Context: an optimization exercise on an open-source flow, tuned for small area, a short achievable clock period and few clock cycles per item. The choices shown serve that exercise and are no tape-out recipe.
In this exercise RTL edits were held to simulation tests only and were not proved equivalent to the original.
The clock port is modelled as an ideal driver; clocking choices that lean on that would not hold on a real chip.

== run 1 ==
// date_seconds_of_year_converter_unit
module date_seconds_of_year_converter_unit (
    input  logic                            i_clk,
    input  logic                            i_rst_n,
    input  logic                            i_in_valid,
    output logic                            o_in_ready,
    input  logic                            i_in_mode,
    input  logic [dsoyc_pkg::WYear-1:0]     i_in_year,
    input  logic [dsoyc_pkg::WMonth-1:0]    i_in_month,
    input  logic [dsoyc_pkg::WDay-1:0]      i_in_day,
    input  logic [dsoyc_pkg::WHour-1:0]     i_in_hour,
    input  logic [dsoyc_pkg::WMinute-1:0]   i_in_minute,
    input  logic [dsoyc_pkg::WSecond-1:0]   i_in_second,
    input  logic [dsoyc_pkg::WSeconds-1:0]  i_in_seconds,
    output logic                            o_out_valid,
    input  logic                            i_out_ready,
    output logic [dsoyc_pkg::WSeconds-1:0]  o_out_seconds,
    output logic [dsoyc_pkg::WMonth-1:0]    o_out_month,
    output logic [dsoyc_pkg::WDay-1:0]      o_out_day,
    output logic [dsoyc_pkg::WHour-1:0]     o_out_hour,
    output logic [dsoyc_pkg::WMinute-1:0]   o_out_minute,
    output logic [dsoyc_pkg::WSecond-1:0]   o_out_second,
    output logic                            o_out_range_error
);
    function automatic logic [8:0] offc(input logic [3:0] m);
        case (m)
            4'd2:    offc = 9'd31;
            4'd3:    offc = 9'd59;
            4'd4:    offc = 9'd90;
            4'd5:    offc = 9'd120;
            4'd6:    offc = 9'd151;
            4'd7:    offc = 9'd181;
  ...
Settings: LEC_CHECK=0, CAP_MARGIN=20, CORE_MARGIN=2, CORE_UTILIZATION=45, CTS_BUF_LIST=sky130_fd_sc_hd__clkbuf_8, PLACE_DENSITY=0.65, SETUP_SLACK_MARGIN=5, SLEW_MARGIN=20; clock period 9.0 ns.
standard.sh (not shown) runs the stock make flow with config.mk's settings and CLKGATE_MAP_FILE= SYNTH_SCRIPT=/design/flow/synth_recipe.tcl, a recipe that flattens the netlist after the stock synthesis.
==> flow/flow/run.sh <==
#!/bin/bash
# The standard layout (standard.sh, ORFS) with these changes:
#  - the port buffers are sky130_fd_sc_hd__buf_1 cells (buffer_ports -buffer_cell);
#  - clock tree synthesis uses clkbuf_8 buffers and inserts no dummy load cells
#    (clock_tree_synthesis -dont_use_dummy_load);
#  - synthesis runs the standard flow's synthesis script with yosys's synth called with -noabc
#    as well (flow/synth.tcl), so the generic abc pass does not restructure the
#    carry-save adders before they are mapped to full and half adder cells.
#    Registers are inferred exactly as in the standard synthesis.
# All tool output goes to standard.log here; ORFS keeps its per-step logs under orfs/logs.
set -euo pipefail
here=$(pwd)
sed -e 's|SETUP_SLACK_MARGIN=5 |SETUP_SLACK_MARGIN=5 BUFFER_PORTS_ARGS="-buffer_cell sky130_fd_sc_hd__buf_1" CTS_ARGS="-sink_clustering_enable -repair_clock_nets -buf_list sky130_fd_sc_hd__clkbuf_8 -dont_use_dummy_load" |' \
    -e "s|SYNTH_SCRIPT=[^ ]*|SYNTH_SCRIPT=$here/flow/synth.tcl|" standard.sh > standard_b.sh
bash standard_b.sh > standard.log 2>&1
==> flow/flow/synth.tcl <==
proc synth {args} { yosys synth -nofsm -noshare -noabc {*}$args }
source $::env(SCRIPTS_DIR)/synth.tcl
# left out here: clear keep_hierarchy, flatten, clean up, hide names made inside functions, write 1_2_yosys.v
Testbench counts of run 1, summed over its fixed seeds: cycles 24,032, items 24,000.
Edits applied to the flow inputs when going from run 1 to run 2:
Settings: swapping 45 for 40 in CORE_UTILIZATION; clearing PLACE_DENSITY, which used to be 0.65.
==> flow/flow/run.sh <==
#!/bin/bash
# The standard layout with two changes:
#  - the port buffers are sky130_fd_sc_hd__buf_1 cells;
#  - synthesis runs the standard flow's synthesis script with yosys's synth called with -noabc
#    as well (flow/synth.tcl), so the generic abc pass does not restructure the
#    carry-save adders before they are mapped to full and half adder cells.
#    Registers are inferred exactly as in the standard synthesis.
set -euo pipefail
here=$(pwd)
sed -e 's|SETUP_SLACK_MARGIN=5 |SETUP_SLACK_MARGIN=5 BUFFER_PORTS_ARGS="-buffer_cell sky130_fd_sc_hd__buf_1" RECOVER_POWER=100 |' \
    -e "s|SYNTH_SCRIPT=[^ ]*|SYNTH_SCRIPT=$here/flow/synth.tcl|" standard.sh > standard_b.sh
bash standard_b.sh > standard.log 2>&1
==> comparison <==
Of run 1 and run 2, only run 2 fails to finish with a clean layout. Run 2 finished all stages; layout check result: FAIL, due to capacitance limit, slew limit. Relative to run 1, well tap count has increased by 24 in run 2. Post-route standard cell area excluding fillers of run 2 exceeds that of run 1 slightly. Run 2 vs. run 1: multi-input gate share of the layout cell area went down by 1.5 points. Diff run 1 -> run 2 | largest fanout on the critical path | increase of 81. Run 2 against run 1: time the worst path needs with I/O delays and setup now sits higher, die outline area now sits higher.
Input-level comparison between run 3 and run 2:
Settings: CORE_UTILIZATION: 40 -> 45; SETUP_SLACK_MARGIN: 5 -> 4.95; PLACE_DENSITY: unset -> 0.65.
-- flow/flow/run.sh --
<<< run 2, line 9
here=$(pwd)
sed -e 's|SETUP_SLACK_MARGIN=5 |SETUP_SLACK_MARGIN=5 BUFFER_PORTS_ARGS="-buffer_cell sky130_fd_sc_hd__buf_1" RECOVER_POWER=100 |' \
    -e "s|SYNTH_SCRIPT=[^ ]*|SYNTH_SCRIPT=$here/flow/synth.tcl|" standard.sh > standard_b.sh
>>> run 3, line 9
here=$(pwd)
sed -e 's|SETUP_SLACK_MARGIN=4.95 |SETUP_SLACK_MARGIN=4.95 BUFFER_PORTS_ARGS="-buffer_cell sky130_fd_sc_hd__buf_1" |' \
    -e "s|SYNTH_SCRIPT=[^ ]*|SYNTH_SCRIPT=$here/flow/synth.tcl|" standard.sh > standard_b.sh
==> comparison <==
Total of plain and repair buffers excluding clock buffers: run 3 > run 2. Changes observed in run 3 relative to run 2: data arrival time of the critical path has decreased; global-route usage has increased; stage delay of the slowest cell on the critical path has decreased; cell count has decreased. The flow did not stop early for run 3: all stages ran, and the layout cleared the timing, design-rule and antenna checks. In run 3, the worst setup slack came out 0.81 ns above the value in run 2. Changes observed in run 3 relative to run 2: minimum setup slack among reg-to-reg paths increased by 0.38 ns relative to the old numbers; final area went up by 0.85%; critical path depth increased by 10 relative to the old numbers.
#### Input delta (run 4 over run 3)
Settings: SETUP_SLACK_MARGIN changed from 4.95 to 5.
==> flow/flow/run.sh <==
#!/bin/bash
# The standard layout (standard.sh, ORFS) with these changes:
#  - the port buffers are sky130_fd_sc_hd__buf_1 cells (buffer_ports -buffer_cell);
#  - clock tree synthesis uses clkbuf_8 buffers and inserts no dummy load cells
#    (clock_tree_synthesis -dont_use_dummy_load);
#  - synthesis runs the standard flow's synthesis script with yosys's synth called with -noabc
#    as well (flow/synth.tcl), so the generic abc pass does not restructure the
#    carry-save adders before they are mapped to full and half adder cells.
#    Registers are inferred exactly as in the standard synthesis.
# All tool output goes to standard.log here; ORFS keeps its per-step logs under orfs/logs.
set -euo pipefail
here=$(pwd)
sed -e 's|SETUP_SLACK_MARGIN=5 |SETUP_SLACK_MARGIN=5 BUFFER_PORTS_ARGS="-buffer_cell sky130_fd_sc_hd__buf_1" CTS_ARGS="-sink_clustering_enable -repair_clock_nets -buf_list sky130_fd_sc_hd__clkbuf_8 -dont_use_dummy_load" SETUP_MOVE_SEQUENCE="unbuffer,sizeup,swap,clone" |' \
    -e "s|SYNTH_SCRIPT=[^ ]*|SYNTH_SCRIPT=$here/flow/synth.tcl|" standard.sh > standard_b.sh
bash standard_b.sh > standard.log 2>&1
==> comparison <==
From run 3 to run 4 the numbers moved as follows: share of flip-flops with an asynchronous set or reset after synthesis flat, clock insertion delay at the later pin of the skew report moved down, sequential share of layout area went up 0.97 points. Delta (run 4 minus run 3): maximum fanout count along the critical path increased by 9 relative to the old numbers, wire length of the first global-routing pass went down. The overall global routing resource usage reported for run 4 is smaller than that of run 3 by 0.36 points. Comparing run 4 with run 3, the number of placed instances, taps included came out essentially unchanged.
Inputs modified between run 4 and run 5:
Settings: swapping 20 for 5 in CAP_MARGIN; clearing PLACE_DENSITY, which used to be 0.65; swapping 20 for 5 in SLEW_MARGIN; swapping 45 for 40 in CORE_UTILIZATION.
==> flow/flow/run.sh <==
#!/bin/bash
# The standard layout with two changes:
#  - the port buffers are sky130_fd_sc_hd__buf_1 cells;
#  - synthesis runs the standard flow's synthesis script with yosys's synth called with -noabc
#    as well (flow/synth.tcl), so the generic abc pass does not restructure the
#    carry-save adders before they are mapped to full and half adder cells.
#    Registers are inferred exactly as in the standard synthesis.
set -euo pipefail
here=$(pwd)
sed -e 's|SETUP_SLACK_MARGIN=5 |SETUP_SLACK_MARGIN=5 BUFFER_PORTS_ARGS="-buffer_cell sky130_fd_sc_hd__buf_1" |' \
    -e "s|SYNTH_SCRIPT=[^ ]*|SYNTH_SCRIPT=$here/flow/synth.tcl|" standard.sh > standard_b.sh
bash standard_b.sh > standard.log 2>&1
Results
Re critical path depth: run 4 was higher than run 5.
Fraction of area in multi-input gates ends up higher on run 4.
Against run 4 as the reference, run 5 delivers a higher post-route standard cell area excluding fillers.

## afterwards: timing with drivers on the ports
The flow's constraints put no driver on any port. The routed layouts listed below were extracted and timed again, unchanged, in two steps.
Step 1, drivers: a clkbuf_16 drives i_clk and a buf_2 each remaining input, both assumed.
Step 2 times the ports against the registers' clock, not the clock port: input delays grow and output delays shrink by t, the midpoint of the rising clock arrivals with the driver on.
Slacks: no drivers / after step 1 / after step 2; pairs: no drivers / after step 1.
| run | t, ns | setup WS [ns] | pins driven straight from the clock port |
|---|---|---|---|
| run 1 | 0.483 | 4.964 / 4.930 / 4.747 | 1 |
| run 2 | 0.493 | 4.153 / 4.173 / 3.679 | 1 |
| run 3 | 0.496 | 4.961 / 4.929 / 4.715 | 1 |
| run 4 | 0.480 | 4.946 / 4.930 / 4.745 | 1 |
| run 5 | 0.495 | 4.965 / 4.934 / 4.741 | 1 |
For run 2, which loses most, drivers alone change the setup slack by +0.020 ns; drivers and shift together by -0.474 ns.
